This is an optimization exercise on Yosys and OpenROAD, whose aim is small area, a short achievable clock period and few clock cycles per item, not a production implementation.
Only simulation tests tie the RTL to the original design; equivalence was not proved.
Power figures rest on the tool's default switching activity, not on a simulated workload.

[flow/constraint.sdc]
create_clock -name core_clock -period 5.5 [get_ports {clk}]
set_input_delay 1.1000 -clock core_clock [delete_from_list [all_inputs] [get_ports {clk}]]
set_output_delay 1.1000 -clock core_clock [all_outputs]
set_load 0.01 [all_outputs]
[flow/standard.sh]
#!/bin/bash
# synth_recipe.tcl (not shown) runs the flow's synth.tcl, then flattens the netlist and writes it again
# the make line also repeats each setting of config.mk as NAME=value (left out here)
make -C /OpenROAD-flow-scripts/flow DESIGN_CONFIG=/design/flow/config.mk WORK_HOME=/design/flow/orfs CLKGATE_MAP_FILE= SYNTH_SCRIPT=/design/flow/synth_recipe.tcl "${@:-finish}"
[flow/config.mk]
export PLATFORM = sky130hd
export DESIGN_NAME = radio_pairing_slave_fsm_top
export DESIGN_NICKNAME = radio_pairing_slave_fsm_top
export VERILOG_FILES = /design/flow/design.v
export SDC_FILE = /design/flow/constraint.sdc
export NUM_CORES = 4
export LEC_CHECK = 0
export CAP_MARGIN = 20
export CORE_MARGIN = 2
export CORE_UTILIZATION = 65
export CTS_CLUSTER_DIAMETER = 100
export CTS_CLUSTER_SIZE = 24
export SETUP_SLACK_MARGIN = 2.5
export SLEW_MARGIN = 20
export SYNTH_HIERARCHICAL = 1
[flow/design.v]
`timescale 1ns / 1ps
package rpsf_pkg;
	localparam int unsigned ADDR_W  = 40;
	localparam int unsigned WORD_W  = 32;
	localparam int unsigned TIME_W  = 32;
	localparam int unsigned TMO_W   = 16;
	localparam int unsigned COUNT_W = 8;
	localparam int unsigned LEN_W   = 6;
	localparam int unsigned CMD_W   = 8;
	localparam int unsigned PHASE_W = 3;
	localparam int unsigned CFG_IDX_W = 3;
	localparam logic [CMD_W-1:0] CMD_REQUEST_CODE  = 8'd1;
	localparam logic [CMD_W-1:0] CMD_RESPONSE_CODE = 8'd2;
	localparam logic [CMD_W-1:0] CMD_PING_CODE     = 8'd3;
	localparam logic [CMD_W-1:0] CMD_PONG_CODE     = 8'd4;
	localparam logic [LEN_W-1:0] RESPONSE_LENGTH   = 6'd6;
	localparam logic [LEN_W-1:0] VERIFY_LENGTH     = 6'd8;
	localparam logic KIND_REQUEST = 1'b0;
	localparam logic KIND_PONG    = 1'b1;
	localparam logic [ADDR_W-1:0]  DEFAULT_ADDRESS_RST = 40'd733295205870;
	localparam logic [WORD_W-1:0]  DEVICE_ID_RST       = 32'd272914040;
	localparam logic [WORD_W-1:0]  HOST_MAGIC_RST      = 32'd0;
	localparam logic [WORD_W-1:0]  SLAVE_MAGIC_RST     = 32'd0;
	localparam logic [COUNT_W-1:0] VERIFY_TARGET_RST   = 8'd5;
	localparam logic [TMO_W-1:0]   RESPONSE_TMO_RST    = 16'd100;
	localparam logic [TMO_W-1:0]   VERIFY_TMO_RST      = 16'd5000;
	localparam logic [TMO_W-1:0]   SILENT_DONE_RST     = 16'd3000;
	localparam logic [COUNT_W-1:0] COUNT_MAX = {COUNT_W{1'b1}};
	typedef enum logic [PHASE_W-1:0] {
		PH_IDLE   = 3'd0,
		PH_SEND   = 3'd1,
		PH_WAIT   = 3'd2,
		PH_VERIFY = 3'd3,
		PH_DONE   = 3'd4
	} phase_t;
	typedef enum logic [CFG_IDX_W-1:0] {
		REG_DEFAULT_ADDRESS = 3'd0,
		REG_DEVICE_ID       = 3'd1,
		REG_HOST_MAGIC      = 3'd2,
		REG_SLAVE_MAGIC     = 3'd3,
		REG_VERIFY_TARGET   = 3'd4,
		REG_RESPONSE_TMO    = 3'd5,
		REG_VERIFY_TMO      = 3'd6,
		REG_SILENT_DONE     = 3'd7
	} cfg_reg_t;
endpackage
`timescale 1ns / 1ps
module radio_pairing_slave_fsm_top (
	input  logic                                 clk,
	input  logic                                 arst_n,
	input  logic                                 cfg_we,
	input  logic [rpsf_pkg::CFG_IDX_W-1:0]       cfg_index,
	input  logic [rpsf_pkg::ADDR_W-1:0]          cfg_data,
	input  logic                                 poll_valid,
	output logic                                 poll_ready,
	input  logic                                 poll_enable,
	input  logic [rpsf_pkg::TIME_W-1:0]          poll_now_ms,
	input  logic                                 poll_rx_valid,
	input  logic [rpsf_pkg::LEN_W-1:0]           poll_rx_length,
	input  logic [rpsf_pkg::CMD_W-1:0]           poll_rx_command,
	input  logic [rpsf_pkg::WORD_W-1:0]          poll_rx_magic,
	input  logic [rpsf_pkg::ADDR_W-1:0]          poll_rx_granted_address,
	output logic                                 result_valid,
	input  logic                                 result_ready,
	output logic                                 result_send_valid,
	output logic                                 result_send_kind,
	output logic [rpsf_pkg::WORD_W-1:0]          result_send_word,
	output logic [rpsf_pkg::ADDR_W-1:0]          result_send_address,
	output logic [rpsf_pkg::ADDR_W-1:0]          result_link_address,
	output logic                                 result_rx_flush,
	output logic [rpsf_pkg::PHASE_W-1:0]         result_phase,
	output logic [rpsf_pkg::COUNT_W-1:0]         result_verify_count,
	output logic                                 result_finish
);
	logic [rpsf_pkg::ADDR_W-1:0]  default_address_q;
	logic [rpsf_pkg::WORD_W-1:0]  device_id_q;
	logic [rpsf_pkg::WORD_W-1:0]  host_magic_q;
	logic [rpsf_pkg::WORD_W-1:0]  slave_magic_q;
	logic [rpsf_pkg::COUNT_W-1:0] target_m1_q;      
	logic                         target_hit;
	logic [rpsf_pkg::TMO_W-1:0]   response_tmo_q;
	logic [rpsf_pkg::TMO_W-1:0]   verify_tmo_q;
	logic [rpsf_pkg::TMO_W-1:0]   silent_done_q;
	logic [rpsf_pkg::PHASE_W-1:0] phase_q;
	logic [rpsf_pkg::TIME_W-1:0]  time_q;
	logic [rpsf_pkg::COUNT_W-1:0] count_q;
	logic                         goal_q;
	logic [rpsf_pkg::ADDR_W-1:0]  link_q;
	logic                         valid_q;
	logic                         send_q;
	logic                         event_q;
	logic                         pong_q, request_q;
	logic                         init1_q, init2_q;
	logic [7:0]                   cfg_en;
	logic [rpsf_pkg::ADDR_W-1:0]  cfg_wd [8];
	logic                         fire;
	logic                         in_idle, in_send, in_wait, in_verify, in_done;
	logic                         resp_ok, ping_ok;
	logic [rpsf_pkg::TMO_W-1:0]   now_lo, now_hi, tim_lo, tim_hi;
	logic [rpsf_pkg::TMO_W-1:0]   hi_same, hi_next, csa_s, csa_c;
	logic                         lo_ok;
	logic [rpsf_pkg::TMO_W-1:0]   limit_n;
	logic [rpsf_pkg::COUNT_W-1:0] count_inc;
	logic [rpsf_pkg::PHASE_W-1:0] phase_d, phase_n, phase_x;
	logic                         lim_resp_q, lim_resp_d, lim_resp_n;
	logic                         goal_d, goal_n;
	logic [rpsf_pkg::TMO_W-1:0]   limit_n_q;
	logic                         cfg_ok_q, idle_ok_q, valid_d;
	logic                         late_ok, eq0, eq1, k15;
	logic [2:0]                   sel_f0, sel_f1_l0, sel_f1_l1, sel_l0, sel_l1, sel_lim;
	logic [rpsf_pkg::PHASE_W-1:0] phase_d00, phase_d01, phase_d10, phase_d11, phase_c0, phase_c1;
	logic                         lo_cout;
	logic [rpsf_pkg::TMO_W-1:0]   ok_g, ok_p, csa_x, csa_a, cs_y, cs_g, cs_p;
	function automatic logic [rpsf_pkg::ADDR_W-1:0] cfg_rst(input int i);
		case (i)
			0: cfg_rst = rpsf_pkg::DEFAULT_ADDRESS_RST;
			1: cfg_rst = rpsf_pkg::ADDR_W'(rpsf_pkg::DEVICE_ID_RST);
			2: cfg_rst = rpsf_pkg::ADDR_W'(rpsf_pkg::HOST_MAGIC_RST);
			3: cfg_rst = rpsf_pkg::ADDR_W'(rpsf_pkg::SLAVE_MAGIC_RST);
			4: cfg_rst = rpsf_pkg::ADDR_W'(rpsf_pkg::VERIFY_TARGET_RST);
			5: cfg_rst = rpsf_pkg::ADDR_W'(rpsf_pkg::RESPONSE_TMO_RST);
			6: cfg_rst = rpsf_pkg::ADDR_W'(rpsf_pkg::VERIFY_TMO_RST);
			default: cfg_rst = rpsf_pkg::ADDR_W'(rpsf_pkg::SILENT_DONE_RST);
		endcase
	endfunction
	rpsf_ao21 u_ready (.a(idle_ok_q), .b(result_ready), .c(cfg_ok_q), .y(poll_ready));
	assign fire       = poll_valid && poll_ready;
	always_ff @(posedge clk or negedge arst_n) begin
		if (!arst_n) begin
			init1_q <= 1'b0;
			init2_q <= 1'b0;
		end else begin
			init1_q <= 1'b1;
			init2_q <= init1_q;
		end
	end
	always_comb begin
		for (int i = 0; i < 8; i++) begin
			cfg_en[i] = !init1_q || (cfg_we && (cfg_index == i));
			cfg_wd[i] = (cfg_data & {rpsf_pkg::ADDR_W{init1_q}})
				| (cfg_rst(i) & {rpsf_pkg::ADDR_W{!init1_q}});
		end
	end
	always_ff @(posedge clk) begin
		if (cfg_en[rpsf_pkg::REG_DEFAULT_ADDRESS])
			default_address_q <= cfg_wd[rpsf_pkg::REG_DEFAULT_ADDRESS];
		if (cfg_en[rpsf_pkg::REG_DEVICE_ID])
			device_id_q <= cfg_wd[rpsf_pkg::REG_DEVICE_ID][rpsf_pkg::WORD_W-1:0];
		if (cfg_en[rpsf_pkg::REG_HOST_MAGIC])
			host_magic_q <= cfg_wd[rpsf_pkg::REG_HOST_MAGIC][rpsf_pkg::WORD_W-1:0];
		if (cfg_en[rpsf_pkg::REG_SLAVE_MAGIC])
			slave_magic_q <= cfg_wd[rpsf_pkg::REG_SLAVE_MAGIC][rpsf_pkg::WORD_W-1:0];
		if (cfg_en[rpsf_pkg::REG_VERIFY_TARGET])
			target_m1_q <= init1_q ? cfg_data[rpsf_pkg::COUNT_W-1:0] - 1'b1
				: rpsf_pkg::VERIFY_TARGET_RST - 1'b1;
		if (cfg_en[rpsf_pkg::REG_RESPONSE_TMO])
			response_tmo_q <= cfg_wd[rpsf_pkg::REG_RESPONSE_TMO][rpsf_pkg::TMO_W-1:0];
		if (cfg_en[rpsf_pkg::REG_VERIFY_TMO])
			verify_tmo_q <= cfg_wd[rpsf_pkg::REG_VERIFY_TMO][rpsf_pkg::TMO_W-1:0];
		if (cfg_en[rpsf_pkg::REG_SILENT_DONE])
			silent_done_q <= cfg_wd[rpsf_pkg::REG_SILENT_DONE][rpsf_pkg::TMO_W-1:0];
	end
	assign in_idle   = (phase_q == rpsf_pkg::PH_IDLE);
	assign in_send   = (phase_q == rpsf_pkg::PH_SEND);
	assign in_wait   = (phase_q == rpsf_pkg::PH_WAIT);
	assign in_verify = (phase_q == rpsf_pkg::PH_VERIFY);
	assign in_done   = (phase_q == rpsf_pkg::PH_DONE);
	assign resp_ok = poll_rx_valid && (poll_rx_length == rpsf_pkg::RESPONSE_LENGTH)
		&& (poll_rx_command == rpsf_pkg::CMD_RESPONSE_CODE);
	assign ping_ok = poll_rx_valid && (poll_rx_length == rpsf_pkg::VERIFY_LENGTH)
		&& (poll_rx_command == rpsf_pkg::CMD_PING_CODE) && (poll_rx_magic == host_magic_q);
	assign lim_resp_d = in_send || (in_wait && !resp_ok);
	assign goal_d     = (in_wait && resp_ok) ? 1'b0
		: ((in_verify && ping_ok) ? (goal_q || target_hit) : goal_q);
	function automatic logic [2:0] lim_sel(input logic resp, input logic goal);
		lim_sel = {resp, !resp && goal, !resp && !goal};
	endfunction
	assign late_ok   = in_wait ? resp_ok : ping_ok;
	assign sel_f0    = lim_sel(lim_resp_q, goal_q);
	assign sel_f1_l0 = lim_sel(in_send || in_wait, goal_q);
	assign sel_f1_l1 = lim_sel(in_send, !in_wait && (goal_q || (in_verify && target_hit)));
	assign sel_l0    = fire ? sel_f1_l0 : sel_f0;
	assign sel_l1    = fire ? sel_f1_l1 : sel_f0;
	for (genvar i = 0; i < 3; i++) begin : lim_mux
		rpsf_mux2 u (.s(late_ok), .a1(sel_l1[i]), .a0(sel_l0[i]), .y(sel_lim[i]));
	end
	rpsf_sel3 u_limit (.a(response_tmo_q), .b(silent_done_q), .c(verify_tmo_q),
		.sa(sel_lim[2]), .sb(sel_lim[1]), .sc(sel_lim[0]), .yn(limit_n));
	always_ff @(posedge clk) begin
		limit_n_q <= limit_n;
	end
	assign valid_d = fire || (valid_q && !result_ready);
	always_ff @(posedge clk or negedge arst_n) begin
		if (!arst_n) begin
			cfg_ok_q  <= 1'b1;
			idle_ok_q <= 1'b1;
		end else begin
			cfg_ok_q  <= !cfg_we;
			idle_ok_q <= !valid_d && !cfg_we;
		end
	end
	assign now_lo  = poll_now_ms[rpsf_pkg::TMO_W-1:0];
	assign now_hi  = poll_now_ms[rpsf_pkg::TIME_W-1:rpsf_pkg::TMO_W];
	assign tim_lo  = time_q[rpsf_pkg::TMO_W-1:0];
	assign tim_hi  = time_q[rpsf_pkg::TIME_W-1:rpsf_pkg::TMO_W];
	assign ok_g    = {now_lo[rpsf_pkg::TMO_W-1:1] & ~tim_lo[rpsf_pkg::TMO_W-1:1], now_lo[0] | ~tim_lo[0]};
	assign ok_p    = now_lo | ~tim_lo;
	rpsf_carry16 u_lo_ok (.g(ok_g), .p(ok_p), .c(lo_ok));
	assign hi_same = ~(now_hi ^ tim_hi);
	assign hi_next = {hi_same[rpsf_pkg::TMO_W-1:1] ~^ (now_hi[rpsf_pkg::TMO_W-2:0] | ~tim_hi[rpsf_pkg::TMO_W-2:0]),
		~hi_same[0]};
	assign eq0     = &hi_same;
	assign eq1     = &hi_next;
	rpsf_csa_pre u_csa_pre (.t(tim_lo), .l(limit_n_q), .x(csa_x), .a(csa_a));
	assign csa_s   = now_lo ^ csa_x;
	assign csa_c   = csa_a | (now_lo & csa_x);
	assign cs_y    = {csa_c[rpsf_pkg::TMO_W-2:0], 1'b1};
	assign cs_g    = csa_s & cs_y;
	assign cs_p    = csa_s | cs_y;
	rpsf_carry16 u_lo_cout (.g(cs_g), .p(cs_p), .c(lo_cout));
	assign k15 = csa_c[rpsf_pkg::TMO_W-1];
	assign count_inc = (count_q != rpsf_pkg::COUNT_MAX) ? count_q + 1'b1 : count_q;
	assign target_hit = (count_q >= target_m1_q) || (&target_m1_q);
	always_comb begin
		phase_n = phase_q;
		phase_x = phase_q;
		if (!poll_enable) begin
			phase_n = rpsf_pkg::PH_IDLE;
			phase_x = rpsf_pkg::PH_IDLE;
		end else begin
			case (phase_q)
				rpsf_pkg::PH_IDLE: begin
					phase_n = rpsf_pkg::PH_SEND;
					phase_x = rpsf_pkg::PH_SEND;
				end
				rpsf_pkg::PH_SEND: begin
					phase_n = rpsf_pkg::PH_WAIT;
					phase_x = rpsf_pkg::PH_WAIT;
				end
				rpsf_pkg::PH_WAIT: begin
					phase_n = resp_ok ? rpsf_pkg::PH_VERIFY : rpsf_pkg::PH_WAIT;
					phase_x = resp_ok ? rpsf_pkg::PH_VERIFY : rpsf_pkg::PH_SEND;
				end
				rpsf_pkg::PH_VERIFY: begin
					phase_n = rpsf_pkg::PH_VERIFY;
					phase_x = ping_ok ? rpsf_pkg::PH_VERIFY
						: (goal_q ? rpsf_pkg::PH_DONE : rpsf_pkg::PH_SEND);
				end
				rpsf_pkg::PH_DONE: begin
					phase_n = rpsf_pkg::PH_DONE;
					phase_x = rpsf_pkg::PH_DONE;
				end
				default: begin
					phase_n = rpsf_pkg::PH_IDLE;
					phase_x = rpsf_pkg::PH_IDLE;
				end
			endcase
		end
	end
	assign phase_d00 = !fire ? phase_q : ((!eq1 || k15) ? phase_x : phase_n);
	assign phase_d01 = !fire ? phase_q : ((!eq1 || !k15) ? phase_x : phase_n);
	assign phase_d10 = !fire ? phase_q : ((!eq0 || !k15) ? phase_x : phase_n);
	assign phase_d11 = !fire ? phase_q : ((!eq0 || k15) ? phase_x : phase_n);
	for (genvar i = 0; i < rpsf_pkg::PHASE_W; i++) begin : ph_mux
		rpsf_mux2 u0 (.s(lo_ok), .a1(phase_d10[i]), .a0(phase_d00[i]), .y(phase_c0[i]));
		rpsf_mux2 u1 (.s(lo_ok), .a1(phase_d11[i]), .a0(phase_d01[i]), .y(phase_c1[i]));
		rpsf_mux2 u (.s(lo_cout), .a1(phase_c1[i]), .a0(phase_c0[i]), .y(phase_d[i]));
	end
	always_ff @(posedge clk or negedge arst_n) begin
		if (!arst_n) begin
			phase_q <= rpsf_pkg::PH_IDLE;
			count_q <= '0;
			valid_q <= 1'b0;
		end else begin
			phase_q <= phase_d;
			if (fire) begin
				if (poll_enable) begin
					if (in_idle || (in_wait && resp_ok))
						count_q <= '0;
					else if (in_verify && ping_ok)
						count_q <= count_inc;
				end
			end
			valid_q <= valid_d;
		end
	end
	always_ff @(posedge clk) begin
		if (!init2_q || (fire && poll_enable && (in_idle || in_send)))
			link_q <= default_address_q;
		else if (fire && poll_enable && in_wait && resp_ok)
			link_q <= poll_rx_granted_address;
	end
	always_ff @(posedge clk) begin
		if (fire) begin
			if (!((in_wait && !resp_ok) || (in_verify && !ping_ok)))
				time_q <= poll_now_ms;
			goal_q <= goal_d;
			lim_resp_q <= lim_resp_d;
			send_q  <= poll_enable && (in_send || (in_verify && ping_ok));
			request_q <= poll_enable && in_send;
			pong_q    <= poll_enable && in_verify && ping_ok;
			event_q <= poll_enable && ((in_wait && resp_ok) || in_done);
		end
	end
	assign result_valid        = valid_q;
	assign result_send_valid   = send_q;
	assign result_send_kind    = pong_q;
	assign result_send_word    = (slave_magic_q & {rpsf_pkg::WORD_W{pong_q}})
		| (device_id_q & {rpsf_pkg::WORD_W{request_q}});
	assign result_send_address = send_q ? link_q : '0;
	assign result_link_address = link_q;
	assign result_rx_flush     = event_q && !phase_q[2];
	assign result_phase        = phase_q;
	assign result_verify_count = count_q;
	assign result_finish       = event_q && phase_q[2];
endmodule
module rpsf_carry16 (
	input  logic [15:0] g,
	input  logic [15:0] p,
	output logic        c
);
	logic [7:0] g1n, p1n;
	logic [3:0] g2, p2;
	logic [1:0] g3n, p3n;
	logic       p4;
	for (genvar i = 0; i < 8; i++) begin : l1
		rpsf_gp_n u (.gh(g[2*i+1]), .ph(p[2*i+1]), .gl(g[2*i]), .pl(p[2*i]), .gn(g1n[i]), .pn(p1n[i]));
	end
	for (genvar i = 0; i < 4; i++) begin : l2
		rpsf_gp_p u (.ghn(g1n[2*i+1]), .phn(p1n[2*i+1]), .gln(g1n[2*i]), .pln(p1n[2*i]), .g(g2[i]), .p(p2[i]));
	end
	for (genvar i = 0; i < 2; i++) begin : l3
		rpsf_gp_n u (.gh(g2[2*i+1]), .ph(p2[2*i+1]), .gl(g2[2*i]), .pl(p2[2*i]), .gn(g3n[i]), .pn(p3n[i]));
	end
	rpsf_gp_p l4 (.ghn(g3n[1]), .phn(p3n[1]), .gln(g3n[0]), .pln(p3n[0]), .g(c), .p(p4));
endmodule
module rpsf_gp_n (
	input  logic gh, ph, gl, pl,
	output logic gn, pn
);
	assign gn = ~(gh | (ph & gl));
	assign pn = ~(ph & pl);
endmodule
module rpsf_gp_p (
	input  logic ghn, phn, gln, pln,
	output logic g, p
);
	assign g = ~(ghn & (phn | gln));
	assign p = ~(phn | pln);
endmodule
module rpsf_csa_pre (
	input  logic [15:0] t,
	input  logic [15:0] l,
	output logic [15:0] x,
	output logic [15:0] a
);
	assign x = ~t ^ l;
	assign a = ~t & l;
endmodule
module rpsf_mux2 (
	input  logic s, a1, a0,
	output logic y
);
	assign y = s ? a1 : a0;
endmodule
module rpsf_sel3 (
	input  logic [15:0] a, b, c,
	input  logic        sa, sb, sc,
	output logic [15:0] yn
);
	logic [15:0] an, bn, cn;
	rpsf_nand2x16 u_a (.x(a), .s(sa), .yn(an));
	rpsf_nand2x16 u_b (.x(b), .s(sb), .yn(bn));
	rpsf_nand2x16 u_c (.x(c), .s(sc), .yn(cn));
	assign yn = an & bn & cn;
endmodule
module rpsf_nand2x16 (
	input  logic [15:0] x,
	input  logic        s,
	output logic [15:0] yn
);
	assign yn = ~(x & {16{s}});
endmodule
module rpsf_ao21 (
	input  logic a, b, c,
	output logic y
);
	assign y = a | (b & c);
endmodule
[flow/flow/run.sh]
#!/bin/bash
# Standard layout with two changes:
#  - the port buffers are the smallest buffer (buf_1) instead of the one
#    buffer_ports picks by default;
#  - the slow four-input OR/NOR cells (and the 4-stack AOI/OAI) are added to
#    the don't-use list, so synthesis builds wide ORs from faster gates.
set -euo pipefail
export BUFFER_PORTS_ARGS="-buffer_cell sky130_fd_sc_hd__buf_1"
PLATFORM_DONT_USE="sky130_fd_sc_hd__lpflow_bleeder_1 sky130_fd_sc_hd__lpflow_clkbufkapwr_1 sky130_fd_sc_hd__lpflow_clkbufkapwr_16 sky130_fd_sc_hd__lpflow_clkbufkapwr_2 sky130_fd_sc_hd__lpflow_clkbufkapwr_4 sky130_fd_sc_hd__lpflow_clkbufkapwr_8 sky130_fd_sc_hd__lpflow_clkinvkapwr_1 sky130_fd_sc_hd__lpflow_clkinvkapwr_16 sky130_fd_sc_hd__lpflow_clkinvkapwr_2 sky130_fd_sc_hd__lpflow_clkinvkapwr_4 sky130_fd_sc_hd__lpflow_clkinvkapwr_8 sky130_fd_sc_hd__lpflow_decapkapwr_12 sky130_fd_sc_hd__lpflow_decapkapwr_3 sky130_fd_sc_hd__lpflow_decapkapwr_4 sky130_fd_sc_hd__lpflow_decapkapwr_6 sky130_fd_sc_hd__lpflow_decapkapwr_8 sky130_fd_sc_hd__lpflow_inputiso0n_1 sky130_fd_sc_hd__lpflow_inputiso0p_1 sky130_fd_sc_hd__lpflow_inputiso1n_1 sky130_fd_sc_hd__lpflow_inputiso1p_1 sky130_fd_sc_hd__lpflow_inputisolatch_1 sky130_fd_sc_hd__lpflow_isobufsrc_1 sky130_fd_sc_hd__lpflow_isobufsrc_16 sky130_fd_sc_hd__lpflow_isobufsrc_2 sky130_fd_sc_hd__lpflow_isobufsrc_4 sky130_fd_sc_hd__lpflow_isobufsrc_8 sky130_fd_sc_hd__lpflow_isobufsrckapwr_16 sky130_fd_sc_hd__lpflow_lsbuf_lh_hl_isowell_tap_1 sky130_fd_sc_hd__lpflow_lsbuf_lh_hl_isowell_tap_2 sky130_fd_sc_hd__lpflow_lsbuf_lh_hl_isowell_tap_4 sky130_fd_sc_hd__lpflow_lsbuf_lh_isowell_4 sky130_fd_sc_hd__lpflow_lsbuf_lh_isowell_tap_1 sky130_fd_sc_hd__lpflow_lsbuf_lh_isowell_tap_2 sky130_fd_sc_hd__lpflow_lsbuf_lh_isowell_tap_4 sky130_fd_sc_hd__probe_p_8 sky130_fd_sc_hd__probec_p_8 "
EXTRA_DONT_USE="sky130_fd_sc_hd__a2111o_1 sky130_fd_sc_hd__a2111o_2 sky130_fd_sc_hd__a2111o_4 sky130_fd_sc_hd__a2111oi_0 sky130_fd_sc_hd__a2111oi_1 sky130_fd_sc_hd__a2111oi_2 sky130_fd_sc_hd__a2111oi_4 sky130_fd_sc_hd__nor4_1 sky130_fd_sc_hd__nor4_2 sky130_fd_sc_hd__nor4_4 sky130_fd_sc_hd__nor4b_1 sky130_fd_sc_hd__nor4b_2 sky130_fd_sc_hd__nor4b_4 sky130_fd_sc_hd__nor4bb_1 sky130_fd_sc_hd__nor4bb_2 sky130_fd_sc_hd__nor4bb_4 sky130_fd_sc_hd__o2111a_1 sky130_fd_sc_hd__o2111a_2 sky130_fd_sc_hd__o2111a_4 sky130_fd_sc_hd__o2111ai_1 sky130_fd_sc_hd__o2111ai_2 sky130_fd_sc_hd__o2111ai_4 sky130_fd_sc_hd__or4_1 sky130_fd_sc_hd__or4_2 sky130_fd_sc_hd__or4_4 sky130_fd_sc_hd__or4b_1 sky130_fd_sc_hd__or4b_2 sky130_fd_sc_hd__or4b_4 sky130_fd_sc_hd__or4bb_1 sky130_fd_sc_hd__or4bb_2 sky130_fd_sc_hd__or4bb_4"
bash standard.sh DONT_USE_CELLS="$PLATFORM_DONT_USE $EXTRA_DONT_USE" finish > standard_flow.log 2>&1
==> results of run 1 <==
## state kept, by name (all words and copies together), names as in the netlist, 16 cells and up
signal / flops
link_q: 40
limit_n_q: 16
default_address_q: 40
slave_magic_q: 32
verify_tmo_q: 16
silent_done_q: 16
time_q: 32
response_tmo_q: 16
device_id_q: 32
host_magic_q: 32
## cell usage in the layout (no fill, tap or decap), types with 9 or more instances in the layout
master	count
buf_1	295
edfxtp_1	270
and2_1	83
nand2_1	78
nand2b_1	52
ha_1	48
inv_1	41
mux2_2	38
xnor2_1	36
nor2_1	33
a22o_1	32
or3_1	25
and3_1	22
a21oi_2	20
a21oi_1	19
xor2_1	19
nor2b_1	19
clkbuf_16	17
nand4_1	16
dfxtp_1	16
buf_4	16
o21a_1	15
o21ai_0	14
dfrtp_1	13
mux2_4	12
nand3_1	11
and4_1	10
nand2_2	10
o21ai_2	10
clkbuf_1	10
nor3_1	9
ha_4	9
## power groups by stage
stage | combinational (mW) | clock (mW) | sequential, mW
after global placement | 1.36 | 0 | 2.96
after detailed placement | 1.40 | 0 | 2.97
after CTS | 1.41 | 1.31 | 2.92
after global routing | 1.57 | 1.39 | 2.95
final | 1.42 | 1.30 | 2.92
after floorplan | 1.04 | 0 | 2.93
## through the flow
step / utilization / worst slack [ns] / instances / hold WS (ns)
6_report: 0.761 / 2.55 / 1678 / 0.530
5_1_grt: 0.761 / 2.45 / 1675 / 0.556
4_1_cts: 0.758 / 2.51 / 1670 / 0.536
3_5_place_dp: 0.735 / 1.68 / 1640 / 0.524
3_3_place_gp: 0.734 / 1.77 / 1639 / 0.517
2_1_floorplan: - / 2.23 / 1087 / 0.474
## layout make-up
| cell class | instances | share of cell area |
|---|---|---|
| Antenna cell | 3 | 0.000453 |
| Clock buffer | 27 | 0.0280 |
| Clock inverter | 1 | 0.000680 |
| Inverter | 47 | 0.0119 |
| Multi-Input combinational cell | 703 | 0.326 |
| Sequential cell | 302 | 0.533 |
| Tap cell | 280 | 0.0212 |
| Timing Repair Buffer | 315 | 0.0784 |
## worst paths after layout
check / slack [ns] / endpoint
max: 2.55 / phase_q[0]
min: 0.53 / count_q[7]
max reg2reg: 2.85 / limit_n_q[12]
min reg2reg: 0.53 / limit_n_q[0]
max in group asynchronous: 4.61 / init1_q
min in group core_clock: 0.53 / limit_n_q[0]
## worst max-delay path, stage by stage
cell	delay, ns
buf_1	0.22
inv_8	0.04
ha_4	0.27
xor2_1	0.14
nand4_1	0.12
or3_4	0.44
nor3_4	0.27
a31o_2	0.19
a21oi_1	0.04
mux2_4	0.27
mux2_4	0.26
## metal layers
layer | routed length, um | up-vias | GRT usage
li1 | - | 4554 | -
met1 | 13700 | 4617 | 0.375
met2 | 16300 | 343 | 0.485
met3 | 2700 | 68 | 0.0712
met4 | 1240 | 2 | 0.104
met5 | 13 | - | 0
## what timing repair did
action / 4_1_cts / 5_1_grt
pin swaps: 2 / 0
resized for setup: 1 / 3
setup endpoints to repair: 71 / 58
hold buffers: 0 / 0
setup buffers: 2 / 4
==> results.yml, run 1 <==
run_status:
  outcome: "finished clean"
route:
  wl_um: 33900
  ant_nets: 0
  drt-initial-drc-count: 758
  drc: 0
  wl_per_cell_um: 20.2
  viasPerCell: 5.71
  num_vias: 9584
  drtPass1Iterations: 5
power_and_ir_drop:
  combPwrFrac: 0.252
  p_leak_nw: 5.99
  total_power_mw: 5.63
  pwr-share-clk: 0.230
  p_sw_mw: 1.66
  seqPwrFrac: 0.518
  netSwitchingFraction: 0.294
  internal-power_mw: 3.98
  vdd_ir_drop_max_mv: 0.293
  power_density_nw_per_um2: 340
sta:
  slew_viol_final: 0
  worstMarginPinSlew_ns: 1.06
  slew_headroom: 0.291
  max_freq_ghz: 0.339
  setup_viol: 0
  finalCritPeriodShare: 0.536
  fin_skew_ns: 0.0171
  min_period_ns: 2.95
  grt_setup_unrepaired: "yes"
  finalHoldViolCount: 0
  fin_tns_setup_ns: 0
global_route:
  grt_pass1_wl_um: 52500
  antenna_found_initial: 5
  grt_pass1_vias: 9631
  grt.total_usage: 0.291
  grt-ovfl-total: 0
  grt_start_max_net_pins: 82
layout:
  regArea_um2: 8830
  syn2layout_area_growth_pct: 15.0
  drive_above_1_share: 0.125
  nNetsFinal: 1610
  final_area_um2: 16600
  multi_input_area_um2: 5400
  fillers: 1441
floorplanning:
  die_x_um: 153
  die_area_um2: 23400
  coreArea_um2: 21800
  initial_core_util: 0.662
  rows: 54
  die_h_um: 153
  io_pins: 297
cts:
  cts_tree: "done"
  htree_levels: 1
  cts_sinks: 302
  clkTransAtPathRegs_ns: 0.10
  cts_buffers: 16
  cts_buffer_depth: 3
  clk-insertion-delay-late_ns: 0.50
  cts_root_buffer: "clkbuf_16"
placement:
  place.gp.congestion: 0.891
  place_area_um2: 16000
  port_buffers: 296
  dp_hpwl_um: 25000
hold_path:
  min_path_type: "in -> async"
worst_setup_path:
  crit_required_ns: 5.90
  crit_start: "poll_now_ms[18]"
  r2r_cells: 11
  r2r_start: "count_q[0]"
  path_class: "in -> reg"
  path_max_fanout: 4
  startpoint_type: "input pin"
  cp.arrival_ns: 3.34
  end_kind: "flip-flop"
job:
  maxCapViolations: 0
logic_synthesis:
  synth_area_um2: 14400
  syn_avg_cell_area_um2: 13.2
  synth_cells: 1087
  syn_nets: 1312
  yosys_warnings: 8
Testbench counts, summed over its fixed seeds: cycles 24,008, items 24,000.
==> run 2, diff against run 1 <==
--- a/flow/config.mk
+++ b/flow/config.mk
@@ -11,5 +11,5 @@
 export CTS_CLUSTER_DIAMETER = 100
 export CTS_CLUSTER_SIZE = 24
-export SETUP_SLACK_MARGIN = 2.5
+export SETUP_SLACK_MARGIN = 2.8
 export SLEW_MARGIN = 20
 export SYNTH_HIERARCHICAL = 1
==> run 2 against run 1 <==
Fmax up 5.3%. Non-clock buffer count up 20. Wire length is 5.8% higher. Utilization rose by 3.0 points. Via count grew 2.4%. Global-route usage decreased by 0.47 points. Critical path type unchanged. Critical path depth unchanged. Synthesized cell count stayed put. Critical endpoint unchanged. Register-to-register slack worse by 0.05 ns. Die area is the same. Still clean. Cell count is 1.0% higher.
==> results.yml, run 2 <==
logic_synthesis:
  synth_cells: 1087
  syn_nets: 1312
  yosys_warnings: 8
  synth_area_um2: 14400
  syn_avg_cell_area_um2: 13.2
placement:
  place.gp.congestion: 0.842
  post-place-ws_ns: 1.86
  port_buffers: 296
  dp_hpwl_um: 24300
hold_path:
  min_path_type: "in -> async"
cts:
  cts_tree: "done"
  cts_buffer_depth: 3
  cts_root_buffer: "clkbuf_16"
  clk-insertion-delay-late_ns: 0.51
  clkTransAtPathRegs_ns: 0.09
  cts_buffers: 16
  htree_levels: 1
  cts_sinks: 302
layout:
  reg_top3: "default_address_q x40, link_q x40"
  multi_input_area_um2: 5670
  layout_common_cells: "buf_1 (276), edfxtp_1 (270), and2_1 (83), nand2_1 (77), nand2b_1 (51)"
  drive_above_1_share: 0.180
  fillers: 1382
  nNetsFinal: 1633
  syn2layout_area_growth_pct: 19.5
  final_common_cell: "buf_1"
  regArea_um2: 8830
global_route:
  grt-busiest-layer: "met2"
  grt.total_usage: 0.286
  met3_usage: 0.0661
  grt_start_max_net_pins: 75
  grtUsageMet1: 0.367
  grt_pass1_wl_um: 51700
  antenna_found_initial: 1
  gr-usage-met2: 0.487
  grt_pass1_vias: 9504
  grt-ovfl-total: 0
floorplanning:
  coreArea_um2: 21800
  die_x_um: 153
  die_h_um: 153
  io_pins: 297
  rows: 54
  die_area_um2: 23400
  initial_core_util: 0.662
route:
  wl_per_cell_um: 21.2
  num_vias: 9813
  drtPass1Iterations: 5
  wl_um: 35900
  drt-initial-drc-count: 916
  viasPerCell: 5.79
  drc: 0
  ant_nets: 0
sta:
  grt_setup_unrepaired: "yes"
  slew_viol_final: 0
  fin_skew_ns: 0.0251
  finalCritPeriodShare: 0.508
  finalHoldViolCount: 0
  max_freq_ghz: 0.358
  worstMarginPinSlew_ns: 0.767
  setup_viol: 0
  min_period_ns: 2.80
  slew_headroom: 0.487
  fin_tns_setup_ns: 0
  setup_ws_ns: 2.70
worst_setup_path:
  r2r_cells: 8
  startpoint_type: "input pin"
  path_class: "in -> reg"
  crit_required_ns: 5.89
  cp.arrival_ns: 3.18
  path_max_fanout: 4
  end_kind: "flip-flop"
job:
  maxCapViolations: 0
power_and_ir_drop:
  power_density_nw_per_um2: 335
  p_leak_nw: 6.33
  total_power_mw: 5.77
  vdd_ir_drop_max_mv: 0.302
run_status:
  outcome: "finished clean"
-- run 2: layout make-up --
class / instances / share of cell area
Sequential cell: 302 / 0.513
Multi-Input combinational cell: 706 / 0.329
Timing Repair Buffer: 335 / 0.0975
Clock buffer: 21 / 0.0256
Tap cell: 280 / 0.0204
Inverter: 47 / 0.0115
Clock inverter: 3 / 0.00233
Antenna cell: 1 / 0.000145
-- run 2: through the flow --
stage	hold slack, ns	instance area [um^2]	instances	util
5_1_grt	0.475	17200	1694	0.791
2_1_floorplan	0.474	14600	1087	-
3_3_place_gp	0.514	16000	1638	0.734
3_5_place_dp	0.521	16000	1640	0.735
4_1_cts	0.522	16700	1675	0.766
6_report	0.455	17200	1695	0.791
-- run 2: final timing paths --
check                                   from       endpoint  slack, ns
min in group core_clock    silent_done_q[13]  limit_n_q[13]       0.52
max                          poll_now_ms[17]     phase_q[0]       2.70
max reg2reg                       phase_q[1]     phase_q[0]       2.80
min reg2reg                silent_done_q[13]  limit_n_q[13]       0.52
min                                   arst_n     count_q[2]       0.45
max in group asynchronous             arst_n      idle_ok_q       4.54
-- run 2: metal layers --
metal	vias up	wire (um)
met5	-	0
met3	61	3000
li1	4592	-
met1	4756	13700
met2	404	18100
met4	0	1070
-- run 2: what timing repair did --
action | 4_1_cts | 5_1_grt
pin swaps | 9 | 14
buffers inserted | 11 | 9
endpoints found under the hold margin | 0 | 0
hold buffers | 0 | 0
gates cloned | 0 | 6
gates resized for setup | 33 | 72
endpoints found under the setup margin | 172 | 70
-- run 2: worst max-delay path, stage by stage --
cell	delay, ns
buf_4	0.11
inv_6	0.03
ha_4	0.25
xor2_1	0.14
nand4_1	0.10
or3_4	0.45
nor3_4	0.23
a31o_2	0.21
a21oi_2	0.04
mux2_4	0.27
mux2_4	0.26
-- run 2: power by group --
part	leakage, nW	switching (mW)	internal, mW
Clock	0.236	0.697	0.617
Combinational	3.21	0.859	0.679
Sequential	2.88	0.148	2.77
==> run 3, diff against run 2 <==
==> flow/flow/run.sh (replaced) <==
#!/bin/bash
# Standard layout with two changes:
#  - the port buffers are the smallest buffer (buf_1) instead of the one
#    buffer_ports picks by default;
#  - the slow four-input OR/NOR cells, the three-input OR cells and the
#    4-stack AOI/OAI and the half/full adder cells are added to
#    the don't-use list, so synthesis builds wide ORs from faster gates.
set -euo pipefail
export BUFFER_PORTS_ARGS="-buffer_cell sky130_fd_sc_hd__buf_1"
PLATFORM_DONT_USE="sky130_fd_sc_hd__lpflow_bleeder_1 sky130_fd_sc_hd__lpflow_clkbufkapwr_1 sky130_fd_sc_hd__lpflow_clkbufkapwr_16 sky130_fd_sc_hd__lpflow_clkbufkapwr_2 sky130_fd_sc_hd__lpflow_clkbufkapwr_4 sky130_fd_sc_hd__lpflow_clkbufkapwr_8 sky130_fd_sc_hd__lpflow_clkinvkapwr_1 sky130_fd_sc_hd__lpflow_clkinvkapwr_16 sky130_fd_sc_hd__lpflow_clkinvkapwr_2 sky130_fd_sc_hd__lpflow_clkinvkapwr_4 sky130_fd_sc_hd__lpflow_clkinvkapwr_8 sky130_fd_sc_hd__lpflow_decapkapwr_12 sky130_fd_sc_hd__lpflow_decapkapwr_3 sky130_fd_sc_hd__lpflow_decapkapwr_4 sky130_fd_sc_hd__lpflow_decapkapwr_6 sky130_fd_sc_hd__lpflow_decapkapwr_8 sky130_fd_sc_hd__lpflow_inputiso0n_1 sky130_fd_sc_hd__lpflow_inputiso0p_1 sky130_fd_sc_hd__lpflow_inputiso1n_1 sky130_fd_sc_hd__lpflow_inputiso1p_1 sky130_fd_sc_hd__lpflow_inputisolatch_1 sky130_fd_sc_hd__lpflow_isobufsrc_1 sky130_fd_sc_hd__lpflow_isobufsrc_16 sky130_fd_sc_hd__lpflow_isobufsrc_2 sky130_fd_sc_hd__lpflow_isobufsrc_4 sky130_fd_sc_hd__lpflow_isobufsrc_8 sky130_fd_sc_hd__lpflow_isobufsrckapwr_16 sky130_fd_sc_hd__lpflow_lsbuf_lh_hl_isowell_tap_1 sky130_fd_sc_hd__lpflow_lsbuf_lh_hl_isowell_tap_2 sky130_fd_sc_hd__lpflow_lsbuf_lh_hl_isowell_tap_4 sky130_fd_sc_hd__lpflow_lsbuf_lh_isowell_4 sky130_fd_sc_hd__lpflow_lsbuf_lh_isowell_tap_1 sky130_fd_sc_hd__lpflow_lsbuf_lh_isowell_tap_2 sky130_fd_sc_hd__lpflow_lsbuf_lh_isowell_tap_4 sky130_fd_sc_hd__probe_p_8 sky130_fd_sc_hd__probec_p_8 "
EXTRA_DONT_USE="sky130_fd_sc_hd__a2111o_1 sky130_fd_sc_hd__a2111o_2 sky130_fd_sc_hd__a2111o_4 sky130_fd_sc_hd__a2111oi_0 sky130_fd_sc_hd__a2111oi_1 sky130_fd_sc_hd__a2111oi_2 sky130_fd_sc_hd__a2111oi_4 sky130_fd_sc_hd__nor4_1 sky130_fd_sc_hd__nor4_2 sky130_fd_sc_hd__nor4_4 sky130_fd_sc_hd__nor4b_1 sky130_fd_sc_hd__nor4b_2 sky130_fd_sc_hd__nor4b_4 sky130_fd_sc_hd__nor4bb_1 sky130_fd_sc_hd__nor4bb_2 sky130_fd_sc_hd__nor4bb_4 sky130_fd_sc_hd__o2111a_1 sky130_fd_sc_hd__o2111a_2 sky130_fd_sc_hd__o2111a_4 sky130_fd_sc_hd__o2111ai_1 sky130_fd_sc_hd__o2111ai_2 sky130_fd_sc_hd__o2111ai_4 sky130_fd_sc_hd__or4_1 sky130_fd_sc_hd__or4_2 sky130_fd_sc_hd__or4_4 sky130_fd_sc_hd__or4b_1 sky130_fd_sc_hd__or4b_2 sky130_fd_sc_hd__or4b_4 sky130_fd_sc_hd__or4bb_1 sky130_fd_sc_hd__or4bb_2 sky130_fd_sc_hd__or4bb_4 sky130_fd_sc_hd__or3_1 sky130_fd_sc_hd__or3_2 sky130_fd_sc_hd__or3_4 sky130_fd_sc_hd__or3b_1 sky130_fd_sc_hd__or3b_2 sky130_fd_sc_hd__or3b_4 sky130_fd_sc_hd__ha_1 sky130_fd_sc_hd__ha_2 sky130_fd_sc_hd__ha_4 sky130_fd_sc_hd__fa_1 sky130_fd_sc_hd__fa_2 sky130_fd_sc_hd__fa_4"
bash standard.sh DONT_USE_CELLS="$PLATFORM_DONT_USE $EXTRA_DONT_USE" finish > standard_flow.log 2>&1
==> run 3 against run 2 <==
Die area down 0.70%. Non-clock buffer count down 5. Flip-flop and latch count unchanged. Largest cell class unchanged. Sequential share of layout area up 0.62 points. Synthesized cell count unchanged. Largest power group unchanged. Hold slack better by 0.083 ns. Clock skew up 0.0020 ns. Fmax up 2.4%.
==> results.yml, run 3 <==
global_route:
  grt_start_max_net_pins: 53
  antenna_found_initial: 1
  grt-ovfl-total: 0
  grt_pass1_wl_um: 52600
  grt_pass1_vias: 9652
  grt.total_usage: 0.290
worst_setup_path:
  cp_top_family: "multiplexers"
  crit_required_ns: 5.91
  crit_buf_inv: 1
  cp.arrival_ns: 3.13
  end_kind: "flip-flop"
  critPathMaxStageDelay_ns: 0.33
  path_max_fanout: 3
  startpoint_type: "input pin"
  path_class: "in -> reg"
  crit_chain: "buf_8, xnor2_4, mux2_4, a221oi_4, nand4_2, or2_4, a31o_1, mux2_4, mux2_4"
  crit_slowest_cell: "mux2_4"
  crit_top_cell: "mux2_4"
power_and_ir_drop:
  p_sw_mw: 1.88
  seqPwrFrac: 0.498
  netSwitchingFraction: 0.312
  p_leak_nw: 5.88
  pwr-share-clk: 0.215
  power_density_nw_per_um2: 354
  internal-power_mw: 4.14
  vdd_ir_drop_max_mv: 0.351
  combPwrFrac: 0.287
sta:
  slew_headroom: 0.290
  grt_setup_unrepaired: "yes"
  fin_skew_ns: 0.0271
  setup_viol: 0
  setup_ws_ns: 2.77
  finalCritPeriodShare: 0.496
  finalHoldViolCount: 0
  fin_tns_setup_ns: 0
  max_freq_ghz: 0.366
  slew_viol_final: 0
  worstMarginPinSlew_ns: 1.06
  min_period_ns: 2.73
route:
  ant_nets: 0
  wl_um: 35600
  drt-initial-drc-count: 875
  viasPerCell: 5.83
  drtPass1Iterations: 5
  drc: 0
  wl_per_cell_um: 21.0
  num_vias: 9895
layout:
  layout_common_cells: "edfxtp_1 (270), buf_1 (269), and2_1 (82), nand2_1 (81), xnor2_1 (73)"
  reg_top3: "default_address_q x40, link_q x40"
  syn2layout_area_growth_pct: 19.0
  drive_above_1_share: 0.180
  multi_input_area_um2: 5710
  regArea_um2: 8830
  fillers: 1397
  final_common_cell: "edfxtp_1"
  nNetsFinal: 1573
logic_synthesis:
  syn_nets: 1255
  yosys_warnings: 8
  synth_area_um2: 14300
  syn_avg_cell_area_um2: 13.2
  synth_cells: 1087
floorplanning:
  initial_core_util: 0.659
  io_pins: 297
  coreArea_um2: 21700
  die_area_um2: 23200
  die_h_um: 152
  rows: 54
  die_x_um: 152
placement:
  post-place-ws_ns: 1.83
  place.gp.congestion: 0.878
  port_buffers: 296
  dp_hpwl_um: 24300
cts:
  htree_levels: 1
  cts_buffers: 16
  clk-insertion-delay-late_ns: 0.51
  cts_sinks: 302
  clkTransAtPathRegs_ns: 0.10
  cts_root_buffer: "clkbuf_16"
  cts_tree: "done"
  cts_buffer_depth: 3
job:
  maxCapViolations: 0
hold_path:
  min_path_type: "reg -> reg"
run_status:
  outcome: "finished clean"
[run 3: power groups by stage]
stage          Clock, mW  Sequential (mW)  Combinational, mW
2_1_floorplan          0             2.97               1.24
3_3_place_gp           0             3.03               1.54
3_5_place_dp           0             3.04               1.58
4_1_cts             1.31             2.99               1.61
5_1_grt             1.38             3.03               1.89
6_report            1.29             3.00               1.73
[run 3: through the flow]
| stage | hold WS [ns] | std cells | cell area [um^2] | total power [mW] | utilization |
|---|---|---|---|---|---|
| floorplan | 0.474 | 1087 | 14400 | 4.21 | - |
| global placement | 0.518 | 1638 | 15800 | 4.57 | 0.727 |
| detailed placement | 0.524 | 1638 | 15800 | 4.62 | 0.727 |
| CTS | 0.537 | 1674 | 16400 | 5.91 | 0.756 |
| global route | 0.558 | 1696 | 17000 | 6.30 | 0.784 |
| finish | 0.538 | 1696 | 17000 | 6.02 | 0.784 |
[run 3: repair_timing]
| item | in CTS | in global routing |
|---|---|---|
| cloned | 0 | 8 |
| pin swaps | 8 | 22 |
| setup endpoints to repair | 190 | 131 |
| buffers inserted | 8 | 13 |
| hold buffers | 0 | 0 |
| resized for setup | 28 | 95 |
[run 3: final timing paths]
| check | startpoint | endpoint | slack, ns | depth (start not counted) |
|---|---|---|---|---|
| min in group asynchronous | arst_n | phase_q[1] | 0.71 | 1 |
| hold reg to reg | silent_done_q[6] | limit_n_q[6] | 0.54 | 2 |
| setup reg to reg | target_m1_q[2] | limit_n_q[1] | 2.88 | 9 |
| max in group asynchronous | arst_n | init1_q | 4.13 | 1 |
| hold / removal | silent_done_q[6] | limit_n_q[6] | 0.54 | 2 |
| setup / recovery | poll_now_ms[24] | phase_q[2] | 2.77 | 9 |
[run 3: tightest hold or removal path: cells and delay by family (launching register included)]
kind / cells / cell delay [ns]
flip-flops: 1 / 0.33
AND/OR/NAND/NOR: 2 / 0.18
[run 3: layer usage]
| metal | wire [um] | up-vias | GRT usage |
|---|---|---|---|
| met4 | 979 | 0 | 0.111 |
| met3 | 2860 | 54 | 0.0697 |
| met5 | 0 | - | 0 |
| met1 | 13800 | 4832 | 0.363 |
| li1 | - | 4609 | - |
| met2 | 17900 | 400 | 0.495 |
[run 3: layout make-up]
| type | instances | share of cell area |
|---|---|---|
| diodes | 1 | 0.000147 |
| clock buffers | 27 | 0.0272 |
| clock inverters | 1 | 0.000662 |
| flip-flops and latches | 302 | 0.519 |
| repair buffers | 330 | 0.0932 |
| well taps | 280 | 0.0206 |
| inverters | 13 | 0.00309 |
| multi-input cells | 742 | 0.336 |
==> run 4, diff against run 3 <==
==> flow/flow/run.sh (replaced) <==
#!/bin/bash
# Standard layout with two changes:
#  - the port buffers are the smallest buffer (buf_1) instead of the one
#    buffer_ports picks by default;
#  - the slow four-input OR/NOR cells, the three-input OR cells and the
#    4-stack AOI/OAI are added to
#    the don't-use list, so synthesis builds wide ORs from faster gates.
set -euo pipefail
export BUFFER_PORTS_ARGS="-buffer_cell sky130_fd_sc_hd__buf_1"
PLATFORM_DONT_USE="sky130_fd_sc_hd__lpflow_bleeder_1 sky130_fd_sc_hd__lpflow_clkbufkapwr_1 sky130_fd_sc_hd__lpflow_clkbufkapwr_16 sky130_fd_sc_hd__lpflow_clkbufkapwr_2 sky130_fd_sc_hd__lpflow_clkbufkapwr_4 sky130_fd_sc_hd__lpflow_clkbufkapwr_8 sky130_fd_sc_hd__lpflow_clkinvkapwr_1 sky130_fd_sc_hd__lpflow_clkinvkapwr_16 sky130_fd_sc_hd__lpflow_clkinvkapwr_2 sky130_fd_sc_hd__lpflow_clkinvkapwr_4 sky130_fd_sc_hd__lpflow_clkinvkapwr_8 sky130_fd_sc_hd__lpflow_decapkapwr_12 sky130_fd_sc_hd__lpflow_decapkapwr_3 sky130_fd_sc_hd__lpflow_decapkapwr_4 sky130_fd_sc_hd__lpflow_decapkapwr_6 sky130_fd_sc_hd__lpflow_decapkapwr_8 sky130_fd_sc_hd__lpflow_inputiso0n_1 sky130_fd_sc_hd__lpflow_inputiso0p_1 sky130_fd_sc_hd__lpflow_inputiso1n_1 sky130_fd_sc_hd__lpflow_inputiso1p_1 sky130_fd_sc_hd__lpflow_inputisolatch_1 sky130_fd_sc_hd__lpflow_isobufsrc_1 sky130_fd_sc_hd__lpflow_isobufsrc_16 sky130_fd_sc_hd__lpflow_isobufsrc_2 sky130_fd_sc_hd__lpflow_isobufsrc_4 sky130_fd_sc_hd__lpflow_isobufsrc_8 sky130_fd_sc_hd__lpflow_isobufsrckapwr_16 sky130_fd_sc_hd__lpflow_lsbuf_lh_hl_isowell_tap_1 sky130_fd_sc_hd__lpflow_lsbuf_lh_hl_isowell_tap_2 sky130_fd_sc_hd__lpflow_lsbuf_lh_hl_isowell_tap_4 sky130_fd_sc_hd__lpflow_lsbuf_lh_isowell_4 sky130_fd_sc_hd__lpflow_lsbuf_lh_isowell_tap_1 sky130_fd_sc_hd__lpflow_lsbuf_lh_isowell_tap_2 sky130_fd_sc_hd__lpflow_lsbuf_lh_isowell_tap_4 sky130_fd_sc_hd__probe_p_8 sky130_fd_sc_hd__probec_p_8 "
EXTRA_DONT_USE="sky130_fd_sc_hd__a2111o_1 sky130_fd_sc_hd__a2111o_2 sky130_fd_sc_hd__a2111o_4 sky130_fd_sc_hd__a2111oi_0 sky130_fd_sc_hd__a2111oi_1 sky130_fd_sc_hd__a2111oi_2 sky130_fd_sc_hd__a2111oi_4 sky130_fd_sc_hd__nor4_1 sky130_fd_sc_hd__nor4_2 sky130_fd_sc_hd__nor4_4 sky130_fd_sc_hd__nor4b_1 sky130_fd_sc_hd__nor4b_2 sky130_fd_sc_hd__nor4b_4 sky130_fd_sc_hd__nor4bb_1 sky130_fd_sc_hd__nor4bb_2 sky130_fd_sc_hd__nor4bb_4 sky130_fd_sc_hd__o2111a_1 sky130_fd_sc_hd__o2111a_2 sky130_fd_sc_hd__o2111a_4 sky130_fd_sc_hd__o2111ai_1 sky130_fd_sc_hd__o2111ai_2 sky130_fd_sc_hd__o2111ai_4 sky130_fd_sc_hd__or4_1 sky130_fd_sc_hd__or4_2 sky130_fd_sc_hd__or4_4 sky130_fd_sc_hd__or4b_1 sky130_fd_sc_hd__or4b_2 sky130_fd_sc_hd__or4b_4 sky130_fd_sc_hd__or4bb_1 sky130_fd_sc_hd__or4bb_2 sky130_fd_sc_hd__or4bb_4 sky130_fd_sc_hd__or3_1 sky130_fd_sc_hd__or3_2 sky130_fd_sc_hd__or3_4 sky130_fd_sc_hd__or3b_1 sky130_fd_sc_hd__or3b_2 sky130_fd_sc_hd__or3b_4"
bash standard.sh DONT_USE_CELLS="$PLATFORM_DONT_USE $EXTRA_DONT_USE" finish > standard_flow.log 2>&1
--- a/flow/config.mk
+++ b/flow/config.mk
@@ -11,5 +11,5 @@
 export CTS_CLUSTER_DIAMETER = 100
 export CTS_CLUSTER_SIZE = 24
-export SETUP_SLACK_MARGIN = 2.8
+export SETUP_SLACK_MARGIN = 3.0
 export SLEW_MARGIN = 20
 export SYNTH_HIERARCHICAL = 1
==> run 4 against run 3 <==
Still clean. Cell count is 1.6% higher. Utilization is 3.0 points higher. Die area increased by 1.1%. Synthesized area rose by 1.2%. Register-to-register slack better by 0.06 ns. Worst setup slack got worse by 0.052 ns. Power down 1.2%. Non-clock buffer count up 11. Global-route usage is 0.94 points higher. Largest power group unchanged.
==> results.yml, run 4 <==
hold_path:
  min_path_type: "in -> async"
placement:
  dp_hpwl_um: 24300
  place.gp.congestion: 0.918
  place_area_um2: 16000
  port_buffers: 296
job:
  maxCapViolations: 0
worst_setup_path:
  crit_start: "poll_now_ms[22]"
  startpoint_type: "input pin"
  crit_slowest_cell: "a221oi_2"
  critPathMaxStageDelay_ns: 0.28
  crit_chain: "buf_8, inv_4, ha_4, xnor2_2, nor3_2, nand4_1, buf_6, nor3_4, buf_4, buf_6, nor3_4, a221oi_2, mux2_4, mux2_4"
  path_max_fanout: 3
  path_class: "in -> reg"
  cp.arrival_ns: 3.23
  crit_required_ns: 5.95
  r2r_start: "time_q[17]"
  end_kind: "flip-flop"
cts:
  cts_buffers: 16
  hold_buffers: 0
  cts_sinks: 302
  cts_buffer_depth: 3
  cts_tree: "done"
  clk-insertion-delay-late_ns: 0.51
  cts_root_buffer: "clkbuf_16"
  htree_levels: 1
  clkTransAtPathRegs_ns: 0.10
route:
  viasPerCell: 5.89
  num_vias: 10200
  ant_nets: 0
  drtPass1Iterations: 5
  wl_um: 38900
  drt-initial-drc-count: 865
  wl_per_cell_um: 22.6
  drc: 0
floorplanning:
  rows: 54
  die_h_um: 153
  io_pins: 297
  die_area_um2: 23500
  coreArea_um2: 21800
  die_x_um: 153
  initial_core_util: 0.663
sta:
  slew_headroom: 0.427
  hold_ws_ns: 0.525
  worstMarginPinSlew_ns: 0.860
  grt_setup_unrepaired: "yes"
  finalCritPeriodShare: 0.506
  fin_tns_setup_ns: 0
  min_period_ns: 2.78
  fin_skew_ns: 0.0167
  max_freq_ghz: 0.360
  finalHoldViolCount: 0
  setup_viol: 0
  slew_viol_final: 0
layout:
  fillers: 1225
  final_area_um2: 17800
  reg_top3: "default_address_q x40, link_q x40"
  drive_above_1_share: 0.245
  nNetsFinal: 1661
  syn2layout_area_growth_pct: 22.9
  final_common_cell: "edfxtp_1"
  final_util: 0.814
  layout_common_cells: "edfxtp_1 (270), buf_1 (234), nand2_1 (64), inv_1 (53), nand2b_1 (49)"
run_status:
  outcome: "finished clean"
global_route:
  grt-ovfl-total: 0
  grt.total_usage: 0.300
  grt_start_max_net_pins: 82
  grt_pass1_wl_um: 54100
  antenna_found_initial: 1
  grt_pass1_vias: 9821
power_and_ir_drop:
  power_density_nw_per_um2: 335
  p_leak_nw: 6.64
  total_power_mw: 5.95
  vdd_ir_drop_max_mv: 0.311
logic_synthesis:
  synth_cells: 1108
  syn_nets: 1333
  syn_avg_cell_area_um2: 13.1
  synth_area_um2: 14500
  yosys_warnings: 8
-- run 4: power by group --
group / switching [mW] / internal (mW)
logic: 0.934 / 0.792
registers: 0.163 / 2.78
clock network: 0.718 / 0.571
-- run 4: critical path, delay by kind of cell --
family,cells,cell delay [ns]
AND/OR/NAND/NOR,4,0.60
AO/OA/AOI/OAI,1,0.28
adder cells (fa/ha/maj),1,0.21
XOR/XNOR,1,0.13
buffers and inverters,5,0.57
multiplexers,2,0.34
-- run 4: final timing paths --
| check | to | slack [ns] | depth (start not counted) |
|---|---|---|---|
| worst max-delay path | phase_q[1] | 2.72 | 14 |
| worst min-delay path | count_q[0] | 0.52 | 1 |
| worst min register to register | limit_n_q[3] | 0.53 | 2 |
| worst max register to register | phase_q[1] | 2.94 | 12 |
| min in group core_clock | limit_n_q[3] | 0.53 | 2 |
| max in group asynchronous | phase_q[2] | 4.61 | 1 |
-- run 4: metal layers --
metal  up-vias  routed length [um]  GRT usage
met5         -                  11          0
met4         2                1010     0.0807
met3        71                2970     0.0672
met2       431               20300      0.530
met1      4994               14600      0.374
li1       4659                   -          -
-- run 4: repair_timing --
| action | in CTS | in global routing |
|---|---|---|
| gates cloned | 2 | 9 |
| resized for setup | 111 | 157 |
| buffers inserted | 13 | 12 |
| endpoints found under the setup margin | 207 | 209 |
| pin swaps | 15 | 32 |
-- run 4: stage by stage --
stage,setup slack [ns],instances
3_5_place_dp,1.99,1661
4_1_cts,2.84,1699
5_1_grt,2.64,1721
3_3_place_gp,2.07,1661
6_report,2.72,1723
2_1_floorplan,2.30,1108
-- run 4: layout make-up --
class / count / area (um^2) / share of cell area
clock buffer: 21 / 440 / 0.0248
tap: 280 / 350 / 0.0197
antenna: 2 / 5.00 / 0.000282
timing repair buffer: 341 / 2050 / 0.115
sequential: 302 / 8830 / 0.497
clock inverter: 2 / 15.0 / 0.000845
inverter: 66 / 264 / 0.0149
multi-input combinational: 709 / 5820 / 0.327
==> run 5, diff against run 4 <==
--- a/flow/config.mk
+++ b/flow/config.mk
@@ -11,5 +11,5 @@
 export CTS_CLUSTER_DIAMETER = 100
 export CTS_CLUSTER_SIZE = 24
-export SETUP_SLACK_MARGIN = 3.0
+export SETUP_SLACK_MARGIN = 2.8
 export SLEW_MARGIN = 20
 export SYNTH_HIERARCHICAL = 1
==> run 5 against run 4 <==
Combinational power fell by 14%. Critical path type unchanged. Flip-flop and latch count did not move. Via count fell by 4.3%. Design area fell by 5.0%. Wire length fell by 11%.
==> results.yml, run 5 <==
run_status:
  outcome: "finished clean"
route:
  ant_nets: 0
  drc: 0
  wl_um: 34500
  drtPass1Iterations: 5
  num_vias: 9724
  wl_per_cell_um: 20.2
  viasPerCell: 5.68
  drt-initial-drc-count: 670
layout:
  layout_common_cells: "buf_1 (288), edfxtp_1 (270), and2_1 (86), nand2_1 (74), inv_1 (58)"
  stdcell_count: 1712
  final_common_cell: "buf_1"
  final_area_um2: 16900
  syn2layout_area_growth_pct: 16.7
  nNetsFinal: 1643
  reg_top3: "default_address_q x40, link_q x40"
  drive_above_1_share: 0.143
worst_setup_path:
  end_kind: "flip-flop"
  crit_chain: "buf_1, inv_1, ha_1, xor2_1, and4_4, nand2_2, nor3_4, buf_4, nor3_2, a221oi_2, mux2_4, mux2_4"
  cp.arrival_ns: 3.11
  path_class: "in -> reg"
  crit_required_ns: 5.88
  crit_slowest_cell: "ha_1"
  startpoint_type: "input pin"
  critPathMaxStageDelay_ns: 0.33
  crit_buf_inv: 3
  cp_top_family: "multiplexers"
  path_max_fanout: 3
  rrSetupSlack_ns: 2.98
  crit_top_cell: "mux2_4"
logic_synthesis:
  yosys_warnings: 8
  synth_area_um2: 14500
  synth_cells: 1108
  syn_avg_cell_area_um2: 13.1
  syn_nets: 1333
sta:
  hold_ws_ns: 0.522
  fin_tns_setup_ns: 0
  finalHoldViolCount: 0
  worstMarginPinSlew_ns: 0.960
  slew_viol_final: 0
  grt_setup_unrepaired: "yes"
  slew_headroom: 0.360
  finalCritPeriodShare: 0.495
  min_period_ns: 2.72
  fin_skew_ns: 0.0175
  max_freq_ghz: 0.367
  setup_viol: 0
global_route:
  antenna_found_initial: 6
  grt_pass1_wl_um: 52300
  grt.total_usage: 0.288
  grt_start_max_net_pins: 82
  grt-ovfl-total: 0
  grt_pass1_vias: 9691
hold_path:
  min_path_type: "reg -> reg"
cts:
  clk-insertion-delay-late_ns: 0.50
  htree_levels: 1
  cts_tree: "done"
  cts_root_buffer: "clkbuf_16"
  clkTransAtPathRegs_ns: 0.09
  cts_buffer_depth: 3
  cts_buffers: 16
  cts_sinks: 302
placement:
  port_buffers: 296
  place_area_um2: 16000
  dp_hpwl_um: 24700
  place.gp.congestion: 0.881
  dp.cells: 1661
power_and_ir_drop:
  power_density_nw_per_um2: 339
  total_power_mw: 5.72
  p_leak_nw: 6.15
  vdd_ir_drop_max_mv: 0.235
floorplanning:
  die_x_um: 153
  rows: 54
  die_h_um: 153
  coreArea_um2: 21800
  die_area_um2: 23500
  initial_core_util: 0.663
  io_pins: 297
job:
  maxCapViolations: 0
==> run 5: tightest hold or removal path: stages, from the launching register on <==
cell      delay, ns
edfxtp_1       0.33
nand2_1        0.04
and3_1         0.12
==> run 5: report_power, final <==
part | internal [mW] | switching, mW | total [mW] | leakage (nW)
clock network | 0.627 | 0.694 | 1.32 | 0.239
logic | 0.642 | 0.835 | 1.48 | 3.04
registers | 2.77 | 0.153 | 2.93 | 2.88
total | 4.04 | 1.68 | 5.72 | 6.15
==> run 5: timing repair <==
item                       4_1_cts  5_1_grt
hold buffers                     0        0
setup buffers                    9        8
gates cloned                     0        1
resized for setup               12       40
pin swaps                        4       15
setup endpoints to repair      216       66
==> run 5: path summary, 6_finish.rpt <==
check / start / end / cells after the start
min in group asynchronous: arst_n / count_q[7] / 1
worst max-delay path: poll_now_ms[25] / phase_q[1] / 12
worst max register to register: count_q[0] / limit_n_q[14] / 11
worst min register to register: silent_done_q[3] / limit_n_q[3] / 2
worst min-delay path: silent_done_q[3] / limit_n_q[3] / 2
max in group asynchronous: arst_n / init1_q / 1
==> run 5: per-stage QoR <==
step / utilization / worst slack, ns
after floorplan: - / 2.30
after global placement: 0.732 / 1.94
after detailed placement: 0.732 / 1.82
after CTS: 0.760 / 2.80
after global routing: 0.773 / 2.71
final: 0.773 / 2.78
==> run 5: metal layers <==
metal | wire [um] | share of wire | GRT usage
met4 | 963 | 0.028 | 0.0842
met2 | 17500 | 0.51 | 0.500
met1 | 13600 | 0.39 | 0.366
met3 | 2480 | 0.072 | 0.0632
met5 | 15 | 0.00043 | 0
==> run 5: cell type report <==
| type | instances | area [um^2] |
|---|---|---|
| sequential | 302 | 8830 |
| multi-input combinational | 705 | 5470 |
| fill | 1391 | 4950 |
| timing repair buffer | 326 | 1450 |
| clock buffer | 25 | 455 |
| tap | 280 | 350 |
| inverter | 66 | 262 |
| clock inverter | 3 | 38.8 |
| antenna | 4 | 10.0 |
| timing repair inverter | 1 | 5.00 |

-- port drivers added, routing unchanged --
No port has a modelled driver above. Below, the same layouts with a new extraction and two added sets of constraints.
Step 1: set_driving_cell puts a clkbuf_16 on clk and a buf_2 on each other input, an assumption about the parent block.
Step 2 also shifts input and output timing later by t, the mid clock arrival at the registers, as if the neighbouring blocks saw the same clock.
Slacks: ideal / step 1 / step 2; pairs: ideal / step 1.
run	shift t [ns]	setup WS [ns]	hold slack, ns	worst register clock-pin slew, ns
run 1	0.544	2.554 / 2.557 / 2.034	0.530 / 0.506 / 0.534	0.10 / 0.10
run 2	0.549	2.704 / 2.705 / 2.158	0.455 / 0.427 / 0.522	0.11 / 0.11
run 3	0.543	2.770 / 2.733 / 2.232	0.538 / 0.538 / 0.538	0.10 / 0.10
run 4	0.548	2.718 / 2.717 / 2.169	0.525 / 0.502 / 0.531	0.10 / 0.10
run 5	0.538	2.778 / 2.785 / 2.253	0.522 / 0.522 / 0.522	0.10 / 0.10
After both steps setup and hold are still met in every run listed. The setup slack of run 4, which loses most, moves by -0.001 ns with the drivers and by -0.549 ns with both steps.
